Source: an optimization exercise on an open RTL-to-GDS flow (aim: small area, a short achievable clock period and few clock cycles). Production flows keep margins and buffers that such runs may drop. The RTL was checked by simulation tests, not by an equivalence proof against the original design. Power and IR drop assume default switching activity.

==> flow/run.sh <==
#!/bin/bash
# synth_recipe.tcl (not shown) runs the flow's synth.tcl, then flattens the netlist and writes it again
# the make line also repeats each setting of config.mk as NAME=value (left out here)
make -C /OpenROAD-flow-scripts/flow DESIGN_CONFIG=/design/flow/config.mk WORK_HOME=/design/flow/orfs CLKGATE_MAP_FILE= SYNTH_SCRIPT=/design/flow/synth_recipe.tcl finish
==> flow/config.mk <==
export PLATFORM = sky130hd
export DESIGN_NAME = dvl_datagram_velocity_parser_top
export DESIGN_NICKNAME = dvl_datagram_velocity_parser_top
export VERILOG_FILES = /design/flow/design.v
export SDC_FILE = /design/flow/constraint.sdc
export NUM_CORES = 4
export LEC_CHECK = 0
export CAP_MARGIN = 20
export CORE_MARGIN = 2
export CORE_UTILIZATION = 40
export SLEW_MARGIN = 20
==> flow/constraint.sdc <==
create_clock -name core_clock -period 4.5 [get_ports {clock}]
set_input_delay 0.9000 -clock core_clock [delete_from_list [all_inputs] [get_ports {clock}]]
set_output_delay 0.9000 -clock core_clock [all_outputs]
set_load 0.01 [all_outputs]
==> flow/design.v <==
package dvl_pkg;
   localparam int DEFAULT_MAX_FRAMES = 4;
   localparam int HEADER_LEN = 6;
   localparam logic [7:0]  SYNC_BYTE_RST   = 8'h7f;
   localparam logic [7:0]  HEADER_BYTE_RST = 8'h7f;
   localparam logic [15:0] VEL_ID_RST      = 16'h0358;
   localparam logic [15:0] RANGE_ID_RST    = 16'h0458;
   localparam int CSR_IDX_W  = 3;
   localparam int CSR_DATA_W = 16;
   typedef enum logic [CSR_IDX_W-1:0] {
      CSR_SYNC_BYTE   = 3'd0,
      CSR_HEADER_BYTE = 3'd1,
      CSR_VEL_ID      = 3'd2,
      CSR_RANGE_ID    = 3'd3,
      CSR_COUNT_LO    = 3'd4,
      CSR_COUNT_HI    = 3'd5
   } csr_idx_type;
   typedef enum logic [3:0] {
      PH_SYNC    = 4'd0,
      PH_HEADER  = 4'd1,
      PH_SIZE_LO = 4'd2,
      PH_SIZE_HI = 4'd3,
      PH_SPARE   = 4'd4,
      PH_COUNT   = 4'd5,
      PH_OFFSETS = 4'd6,
      PH_WAIT    = 4'd7,
      PH_ID_LO   = 4'd8,
      PH_VEL_SB  = 4'd9,
      PH_VEL_FW  = 4'd10,
      PH_VEL_UP  = 4'd11,
      PH_RANGE   = 4'd12
   } phase_type;
   typedef struct packed {
      logic [7:0]  sync_byte;
      logic [7:0]  header_byte;
      logic [15:0] vel_id;
      logic [15:0] range_id;
   } cfg_type;
   typedef struct packed {
      logic signed [31:0] vel_starboard;
      logic signed [31:0] vel_forward;
      logic signed [31:0] vel_upward;
      logic signed [31:0] bottom_range;
      logic [31:0]        update_count;
   } result_type;
endpackage
module dvl_parser #(
   parameter int MAX_FRAMES = dvl_pkg::DEFAULT_MAX_FRAMES
) (
   input  logic               clock,
   input  logic               reset,
   input  logic               byte_valid,
   input  logic [7:0]         rx_byte,
   input  dvl_pkg::cfg_type   cfg,
   input  logic               cnt_wr_lo,
   input  logic               cnt_wr_hi,
   input  logic [15:0]        cnt_wdata,
   output logic               res_valid,
   output dvl_pkg::result_type res
);
   localparam int CNT_W = $clog2(MAX_FRAMES + 1);
   localparam int IDX_W = (MAX_FRAMES > 1) ? $clog2(MAX_FRAMES) : 1;
   localparam int OBI_W = CNT_W + 1;
   dvl_pkg::phase_type          phase_ff, phase_in;
   logic [CNT_W-1:0]   total_ff, total_in;
   logic [15:0]        offsets_ff [MAX_FRAMES];
   logic [OBI_W-1:0]   obi_ff, obi_in;
   logic [15:0]        pos_ff, pos_in;
   logic [CNT_W-1:0]   nfi_ff, nfi_in;
   logic [7:0]         fid_hi_ff, fid_hi_in;
   logic [1:0]         vbi_ff, vbi_in;
   logic [31:0]        held_ff [4];
   logic [31:0]        count_ff, count_in, count_wr;
   logic               hdr_ok, count_bad, offsets_last, wait_done, wait_hit;
   logic               is_vel, is_range, is_value, value_last;
   logic [15:0]        fid_word;
   logic [CNT_W-1:0]   slot;
   logic [1:0]         held_sel;
   logic [31:0]        held_new;
   logic [OBI_W:0]     obi_next;
   assign hdr_ok       = (rx_byte == cfg.header_byte);
   assign count_bad    = (rx_byte == 8'd0) || (rx_byte > 8'(MAX_FRAMES));
   assign obi_next     = {1'b0, obi_ff} + (OBI_W+1)'(1);
   assign offsets_last = obi_next >= {1'b0, total_ff, 1'b0};
   assign slot         = obi_ff[OBI_W-1:1];
   assign wait_done    = (nfi_ff >= total_ff);
   assign wait_hit     = (pos_ff == offsets_ff[nfi_ff[IDX_W-1:0]]);
   assign fid_word     = {fid_hi_ff, rx_byte};
   assign is_vel       = (fid_word == cfg.vel_id);
   assign is_range     = (fid_word == cfg.range_id);
   assign value_last   = (vbi_ff == 2'd3);
   always_comb begin
      is_value = 1'b1;
      held_sel = 2'd0;
      case (phase_ff)
         dvl_pkg::PH_VEL_SB: held_sel = 2'd0;
         dvl_pkg::PH_VEL_FW: held_sel = 2'd1;
         dvl_pkg::PH_VEL_UP: held_sel = 2'd2;
         dvl_pkg::PH_RANGE:  held_sel = 2'd3;
         default:   is_value = 1'b0;
      endcase
   end
   always_comb begin
      held_new = held_ff[held_sel];
      if (vbi_ff == 2'd0) begin
         held_new = {24'd0, rx_byte};
      end else begin
         for (int k = 1; k < 4; k++) begin
            if (vbi_ff == 2'(k)) begin
               held_new[k*8 +: 8] = rx_byte;
            end
         end
      end
   end
   always_comb begin
      phase_in = phase_ff;
      unique case (phase_ff)
         dvl_pkg::PH_SYNC:    if (rx_byte == cfg.sync_byte) phase_in = dvl_pkg::PH_HEADER;
         dvl_pkg::PH_HEADER:  phase_in = hdr_ok ? dvl_pkg::PH_SIZE_LO : dvl_pkg::PH_SYNC;
         dvl_pkg::PH_SIZE_LO: phase_in = dvl_pkg::PH_SIZE_HI;
         dvl_pkg::PH_SIZE_HI: phase_in = dvl_pkg::PH_SPARE;
         dvl_pkg::PH_SPARE:   phase_in = dvl_pkg::PH_COUNT;
         dvl_pkg::PH_COUNT:   phase_in = count_bad ? dvl_pkg::PH_SYNC : dvl_pkg::PH_OFFSETS;
         dvl_pkg::PH_OFFSETS: if (offsets_last) phase_in = dvl_pkg::PH_WAIT;
         dvl_pkg::PH_WAIT: begin
            if (wait_done) begin
               phase_in = dvl_pkg::PH_SYNC;
            end else if (wait_hit) begin
               phase_in = dvl_pkg::PH_ID_LO;
            end
         end
         dvl_pkg::PH_ID_LO: begin
            if (is_vel) begin
               phase_in = dvl_pkg::PH_VEL_SB;
            end else if (is_range) begin
               phase_in = dvl_pkg::PH_RANGE;
            end else begin
               phase_in = dvl_pkg::PH_WAIT;
            end
         end
         dvl_pkg::PH_VEL_SB:  if (value_last) phase_in = dvl_pkg::PH_VEL_FW;
         dvl_pkg::PH_VEL_FW:  if (value_last) phase_in = dvl_pkg::PH_VEL_UP;
         dvl_pkg::PH_VEL_UP:  if (value_last) phase_in = dvl_pkg::PH_WAIT;
         dvl_pkg::PH_RANGE:   if (value_last) phase_in = dvl_pkg::PH_SYNC;
         default:    phase_in = dvl_pkg::PH_SYNC;
      endcase
   end
   always_comb begin
      total_in  = total_ff;
      obi_in    = obi_ff;
      pos_in    = pos_ff;
      nfi_in    = nfi_ff;
      fid_hi_in = fid_hi_ff;
      vbi_in    = vbi_ff;
      count_in  = count_ff;
      res_valid = 1'b0;
      res.vel_starboard = held_ff[0];
      res.vel_forward   = held_ff[1];
      res.vel_upward    = held_ff[2];
      res.bottom_range  = held_new;
      res.update_count  = count_ff + 32'd1;
      case (phase_ff)
         dvl_pkg::PH_COUNT: begin
            total_in = rx_byte[CNT_W-1:0];
            obi_in   = '0;
         end
         dvl_pkg::PH_OFFSETS: begin
            if (offsets_last) begin
               pos_in = 16'(dvl_pkg::HEADER_LEN) + 16'({total_ff, 1'b0});
               nfi_in = '0;
            end else begin
               obi_in = obi_next[OBI_W-1:0];
            end
         end
         dvl_pkg::PH_WAIT: begin
            if (!wait_done) begin
               pos_in = pos_ff + 16'd1;
               if (wait_hit) begin
                  fid_hi_in = rx_byte;
                  nfi_in    = nfi_ff + CNT_W'(1);
               end
            end
         end
         dvl_pkg::PH_ID_LO: begin
            pos_in = pos_ff + 16'd1;
            vbi_in = 2'd0;
         end
         default: begin
            if (is_value) begin
               pos_in = pos_ff + 16'd1;
               vbi_in = value_last ? 2'd0 : vbi_ff + 2'd1;
               if (phase_ff == dvl_pkg::PH_RANGE && value_last) begin
                  res_valid = 1'b1;
                  count_in  = count_ff + 32'd1;
               end
            end
         end
      endcase
      if (!byte_valid) begin
         res_valid = 1'b0;
      end
   end
   always_ff @(posedge clock) begin
      if (reset) begin
         phase_ff  <= dvl_pkg::PH_SYNC;
         total_ff  <= '0;
         obi_ff    <= '0;
         pos_ff    <= '0;
         nfi_ff    <= '0;
         fid_hi_ff <= '0;
         vbi_ff    <= '0;
         for (int k = 0; k < 4; k++) begin
            held_ff[k] <= '0;
         end
      end else if (byte_valid) begin
         phase_ff  <= phase_in;
         total_ff  <= total_in;
         obi_ff    <= obi_in;
         pos_ff    <= pos_in;
         nfi_ff    <= nfi_in;
         fid_hi_ff <= fid_hi_in;
         vbi_ff    <= vbi_in;
         if (is_value) begin
            held_ff[held_sel] <= held_new;
         end
      end
   end
   always_comb begin
      count_wr = byte_valid ? count_in : count_ff;
      if (cnt_wr_lo) begin
         count_wr[15:0] = cnt_wdata;
      end
      if (cnt_wr_hi) begin
         count_wr[31:16] = cnt_wdata;
      end
   end
   always_ff @(posedge clock) begin
      if (reset) begin
         count_ff <= '0;
      end else begin
         count_ff <= count_wr;
      end
   end
   always_ff @(posedge clock) begin
      if (byte_valid && phase_ff == dvl_pkg::PH_OFFSETS) begin
         if (!obi_ff[0]) begin
            offsets_ff[slot[IDX_W-1:0]] <= {8'd0, rx_byte};
         end else begin
            offsets_ff[slot[IDX_W-1:0]][15:8] <= rx_byte;
         end
      end
   end
endmodule
module dvl_out_buf (
   input  logic                clock,
   input  logic                reset,
   input  logic                push,
   input  dvl_pkg::result_type push_data,
   output logic                full,
   output logic                out_valid,
   input  logic                out_stall,
   output dvl_pkg::result_type out_data
);
   logic       out_valid_ff, out_valid_in;
   logic       skid_valid_ff, skid_valid_in;
   dvl_pkg::result_type out_ff, out_in;
   dvl_pkg::result_type skid_ff, skid_in;
   logic       pop;
   assign pop       = out_valid_ff && !out_stall;
   assign full      = skid_valid_ff;
   assign out_valid = out_valid_ff;
   assign out_data  = out_ff;
   always_comb begin
      out_valid_in  = out_valid_ff;
      skid_valid_in = skid_valid_ff;
      out_in        = out_ff;
      skid_in       = skid_ff;
      if (skid_valid_ff) begin
         if (pop) begin
            out_in        = skid_ff;
            skid_valid_in = 1'b0;
         end
      end else if (push) begin
         if (!out_valid_ff || pop) begin
            out_in       = push_data;
            out_valid_in = 1'b1;
         end else begin
            skid_in       = push_data;
            skid_valid_in = 1'b1;
         end
      end else if (pop) begin
         out_valid_in = 1'b0;
      end
   end
   always_ff @(posedge clock) begin
      if (reset) begin
         out_valid_ff  <= 1'b0;
         skid_valid_ff <= 1'b0;
      end else begin
         out_valid_ff  <= out_valid_in;
         skid_valid_ff <= skid_valid_in;
      end
   end
   always_ff @(posedge clock) begin
      out_ff  <= out_in;
      skid_ff <= skid_in;
   end
endmodule
module dvl_datagram_velocity_parser_top #(
   parameter int MAX_FRAMES = dvl_pkg::DEFAULT_MAX_FRAMES
) (
   input  logic                              clock,
   input  logic                              reset,
   input  logic                              req_valid,
   output logic                              req_stall,
   input  logic [7:0]                        req_rx_byte,
   output logic                              rsp_valid,
   input  logic                              rsp_stall,
   output logic signed [31:0]                rsp_vel_starboard,
   output logic signed [31:0]                rsp_vel_forward,
   output logic signed [31:0]                rsp_vel_upward,
   output logic signed [31:0]                rsp_bottom_range,
   output logic [31:0]                       rsp_update_count,
   input  logic                              csr_wr_en,
   input  logic [dvl_pkg::CSR_IDX_W-1:0]     csr_index,
   input  logic [dvl_pkg::CSR_DATA_W-1:0]    csr_wdata
);
   dvl_pkg::cfg_type    cfg_ff;
   logic       byte_accept;
   logic       res_valid;
   dvl_pkg::result_type res;
   dvl_pkg::result_type out_data;
   logic       buf_full;
   logic       cnt_wr_lo;
   logic       cnt_wr_hi;
   always_ff @(posedge clock) begin
      if (reset) begin
         cfg_ff.sync_byte   <= dvl_pkg::SYNC_BYTE_RST;
         cfg_ff.header_byte <= dvl_pkg::HEADER_BYTE_RST;
         cfg_ff.vel_id      <= dvl_pkg::VEL_ID_RST;
         cfg_ff.range_id    <= dvl_pkg::RANGE_ID_RST;
      end else if (csr_wr_en) begin
         unique case (csr_index)
            dvl_pkg::CSR_SYNC_BYTE:   cfg_ff.sync_byte   <= csr_wdata[7:0];
            dvl_pkg::CSR_HEADER_BYTE: cfg_ff.header_byte <= csr_wdata[7:0];
            dvl_pkg::CSR_VEL_ID:      cfg_ff.vel_id      <= csr_wdata;
            dvl_pkg::CSR_RANGE_ID:    cfg_ff.range_id    <= csr_wdata;
            default: begin
            end
         endcase
      end
   end
   assign cnt_wr_lo = csr_wr_en && (csr_index == dvl_pkg::CSR_COUNT_LO);
   assign cnt_wr_hi = csr_wr_en && (csr_index == dvl_pkg::CSR_COUNT_HI);
   assign req_stall   = buf_full;
   assign byte_accept = req_valid && !buf_full;
   dvl_parser #(
      .MAX_FRAMES (MAX_FRAMES)
   ) u_parser (
      .clock      (clock),
      .reset      (reset),
      .byte_valid (byte_accept),
      .rx_byte    (req_rx_byte),
      .cfg        (cfg_ff),
      .cnt_wr_lo  (cnt_wr_lo),
      .cnt_wr_hi  (cnt_wr_hi),
      .cnt_wdata  (csr_wdata),
      .res_valid  (res_valid),
      .res        (res)
   );
   dvl_out_buf u_out_buf (
      .clock     (clock),
      .reset     (reset),
      .push      (res_valid),
      .push_data (res),
      .full      (buf_full),
      .out_valid (rsp_valid),
      .out_stall (rsp_stall),
      .out_data  (out_data)
   );
   assign rsp_vel_starboard = out_data.vel_starboard;
   assign rsp_vel_forward   = out_data.vel_forward;
   assign rsp_vel_upward    = out_data.vel_upward;
   assign rsp_bottom_range  = out_data.bottom_range;
   assign rsp_update_count  = out_data.update_count;
endmodule
==> run notes <==
[cells in the final DEF, fill, tap and decap left out, types with 56 or more instances in the layout]
cell type and instances:
a21oi_1 56, inv_1 72, edfxtp_1 512, mux2_2 150, nand2_1 191, clkbuf_16 69, xnor2_1 82, clkdlybuf4s50_1 192
dfxtp_1 123, nor2_1 206
[how the worst max path moves through the flow]
stage | start | endpoint | slack, ns | cells after the start
after CTS | u_parser.obi_ff[0]$_SDFFE_PP0P_ | u_parser.pos_ff[15]$_SDFFE_PP0P_ | 0.97 | 9
after floorplan | req_valid | u_out_buf.out_ff[0]$_DFFE_PP_ | -0.10 | 6
final | u_parser.obi_ff[0]$_SDFFE_PP0P_ | u_parser.pos_ff[15]$_SDFFE_PP0P_ | 0.88 | 9
after global routing | u_parser.obi_ff[0]$_SDFFE_PP0P_ | u_parser.pos_ff[15]$_SDFFE_PP0P_ | 0.67 | 9
after global placement | req_rx_byte[3] | u_parser.phase_ff[0]$_SDFFE_PP0P_ | 0.94 | 7
after detailed placement | req_rx_byte[6] | u_parser.phase_ff[1]$_SDFFE_PP0P_ | 0.84 | 7
[cell type report]
| cell class | count | area share, % |
|---|---|---|
| clock buffer | 93 | 5.77 |
| clock inverter | 27 | 0.829 |
| inverter | 72 | 0.849 |
| multi-input combinational | 1185 | 25.7 |
| sequential | 636 | 56.1 |
| tap | 864 | 3.39 |
| timing repair buffer | 237 | 7.36 |
[through the flow]
step                      TNS [ns]  power [mW]  setup slack, ns  std cells  hold WS (ns)
final                            0        13.1            0.880       3114         0.465
after global routing             0        13.5            0.667       3114         0.492
after CTS                        0        13.2            0.973       3114         0.470
after detailed placement         0        7.78            0.845       2994         0.452
after global placement           0        7.75            0.935       2994         0.458
after floorplan             -16.60        7.37           -0.104       2006         0.436
[registers in the layout, indices dropped and copies added, names as in the netlist, named ones only]
register	flops
u_parser.total_ff	3
u_parser.obi_ff	4
u_parser.phase_ff	4
u_parser.nfi_ff	3
u_out_buf.out_ff	160
u_parser.offsets_ff	64
u_parser.pos_ff	16
u_parser.vbi_ff	2
u_parser.fid_hi_ff	8
cfg_ff	48
u_parser.held_ff	128
u_out_buf.out_valid_ff	1
u_out_buf.skid_valid_ff	1
u_parser.count_ff	32
u_out_buf.skid_ff	160
[power by group through the flow]
stage / clock, mW / combinational (mW) / sequential [mW]
after global placement: 0 / 1.03 / 6.72
final: 5.38 / 1.07 / 6.61
after CTS: 5.52 / 1.05 / 6.60
after detailed placement: 0 / 1.05 / 6.73
after floorplan: 0 / 0.731 / 6.64
after global routing: 5.74 / 1.15 / 6.62
[per-layer routing]
| layer | up-vias | track usage [%] | wire (um) |
|---|---|---|---|
| met5 | - | 0 | 0 |
| met3 | 122 | 3.24 | 3910 |
| met2 | 562 | 32.0 | 32800 |
| met4 | 0 | 5.90 | 1500 |
| li1 | 7753 | - | - |
| met1 | 8415 | 25.5 | 28700 |
[worst max-delay path, cell delays in order (launching register included)]
cell and delay, ns:
dfxtp_1 0.69, ha_1 0.33, xor2_1 0.09, ha_1 0.29, o21ai_0 0.09, a31oi_1 0.34, o31ai_2 0.20, a211o_1 0.54
o21ai_1 0.78, nor2_1 0.11
[logic make-up after synthesis]
kind of cell             Yosys count
flip-flops                       636
buffers and inverters            185
AO/OA/AOI/OAI                    238
adder cells (fa/ha/maj)           15
AND/OR/NAND/NOR                  595
multiplexers                     209
XOR/XNOR                         128
==> qor.csv <==
stage,metric,value,unit
run_status,status,timing/DRC/antenna clean,
power,power_density,410,nW/um2
timing,fin_skew,0.0319,ns
cts,cts_max_path_buffers,3,
die,num_rows,94,
cts,cts_resized,0,
hold_path,hp-class,reg2reg,
cts,cts_tree,done,
worst_setup_path,startpoint_type,register,
timing,fin_crit_sh,80.4,%
placed_design,port_buffers,193,
global_routing,grt_pass1_wl,102000,um
cells_and_area,seqCellArea,17900,um2
power,power_leakage,10.7,nW
logic_synthesis,syn_inst,2006,
hold_path,min_to,u_out_buf.skid_ff[156]$_DFFE_PP_,
hold_path,min_from,u_parser.held_ff[0][28]$_SDFFCE_PN0P_,
timing,period_needed,3.62,ns
placed_design,postPlaceCellArea,29700,um2
cts,cts_setup_buffers,0,
logic_synthesis,synth.area.mux_share,9.29,%
logic_synthesis,synth_common_cells,"edfxtp_1 (512), nor2_1 (209), nand2_1 (197)",
drt,vias,16852,
cts,path_clk_slew,0.06,ns
timing,setup_viol,0,
logic_synthesis,synth_top_family_by_area,simple AND/OR/NAND/NOR gates,
drt,drt_iter0_drc,1448,
timing,finalMaxSlewViolations,0,
power,p_sw,3.14,mW
drt,routed_wl,66900,um
timing,finalHoldViolations,0,
cells_and_area,final_cell_area,31800,um2
cells_and_area,syn_to_final_growth,19.3,%
cts,cts_root_buf,clkbuf_16,
logic_synthesis,synth_compound_area_share,6.12,%
timing,slew_headroom,31.5,%
worst_setup_path,crit_arrival,4.06,ns
global_routing,grt_use_total,19.1,%
timing,fmax,276,MHz
die,die_area,68800,um2
drt,postRouteAntennaNets,0,
placed_design,gp_congestion,0.824,
power,seqPwrFrac,50.6,%
worst_setup_path,critPathMaxFanout,22,
drt,viasPerCell,5.41,
logic_synthesis,syn-cell-area,26700,um2
logic_synthesis,synth_edf_count,512,
logic_synthesis,yosysTopAreaCell,edfxtp_1,
cts,insertion_delay,0.61,ns
logic_synthesis,synth.distinct_cells,60,
power,combPwrFrac,8.2,%
logic_synthesis,synth_fa_ha_area_share,0.703,%
logic_synthesis,yosysSeqAreaShare,66.9,%
cts,clock_sinks,636,
cts,numCtsBuffers,69,
placed_design,hpwlAfterDp,43000,um
logic_synthesis,synth_top_cell_area_share,57.6,%
logic_synthesis,netlist_top_cells_area,"edfxtp_1 (58%), dfxtp_1 (9.3%), mux2_2 (6.3%), nor2_1 (2.9%), nand2_1 (2.8%)",
logic_synthesis,yosysMostFrequentCell,edfxtp_1,
logic_synthesis,synth_fp_nets,2053,
logic_synthesis,ys_seq_elements,636,
cells_and_area,drive_gt1_share,14.7,%
cells_and_area,multi_input_area,8190,um2
drt,route.detailed.drc,0,
cells_and_area,nets,2248,
logic_synthesis,synthSimpleGateAreaFrac,10.1,%
worst_setup_path,r2r-end,u_parser.pos_ff[15]$_SDFFE_PP0P_,
die,die_h,262,um
die,io_pins,194,
worst_setup_path,reg2reg_from,u_parser.obi_ff[0]$_SDFFE_PP0P_,
job,drv_cap,0,
global_routing,grt_pass1_vias,16836,
power,p_clk_share,41.2,%
die,core,65900,um2
cells_and_area,diodes,0,
drt,avgRoutedWirePerCell,21.5,um
worst_setup_path,crit_type,reg2reg,
cts,cts_max_level,3,
cts,hold_buffers,0,
global_routing,antenna_found_initial,0,
hold_path,hold_depth,0,
worst_setup_path,r2r_slack,0.88,ns
worst_setup_path,endpoint_kind,register,
logic_synthesis,syn_avg_cell_area,13.3,um2
worst_setup_path,ff2ff_path_depth,9,
power,peakVddDrop,0.000270,V
logic_synthesis,yosys_warnings,3,
die,initial_core_util,40.5,%
global_routing,overflow,0,
die,die_w,262,um
cells_and_area,nFillCells,5710,
logic_synthesis,ys.flop_type,edfxtp_1,
timing,rsz0062_at_grt,false,
logic_synthesis,synth_xor_area_share,4.20,%
global_routing,grt_max_degree,178,
logic_synthesis,ys_async_sr_fraction,0,%
cells_and_area,post-route-util,48.3,%
worst_setup_path,worst_ep_required_time,4.94,ns
drt,firstDrtPassIters,6,
power,power.internal,9.92,mW
power,switching_share,24.0,%
timing,tightest_slew,1.02,ns
Testbench counts, summed over its fixed seeds: cycles 48,162.

==> re-timing with driven ports <==
The results above use ideal ports. As a check the final layout listed here was re-extracted and re-timed, cells and wires unchanged.
Step 1: set_driving_cell puts a clkbuf_16 on clock and a buf_2 on each other input, an assumption about the parent block.
Step 2 adds t to the input delays and takes it off the output delays; t is the mean of the earliest and latest rising clock arrival at the registers after step 1. Input paths then give back, and output paths get back, about the clock's delay inside the block.
a / b / c = no drivers / after step 1 / after step 2; a / b = the first two.
t (ns): 0.658
slack for setup (ns): 0.880 / 0.880 / 0.720
hold slack, ns: 0.465 / 0.465 / 0.465
clock arrival spread, ns: 0.036 / 0.036
After both steps setup and hold are still met in this run. The setup slack of this run moves by 0.000 ns with the drivers and by -0.160 ns with both steps.
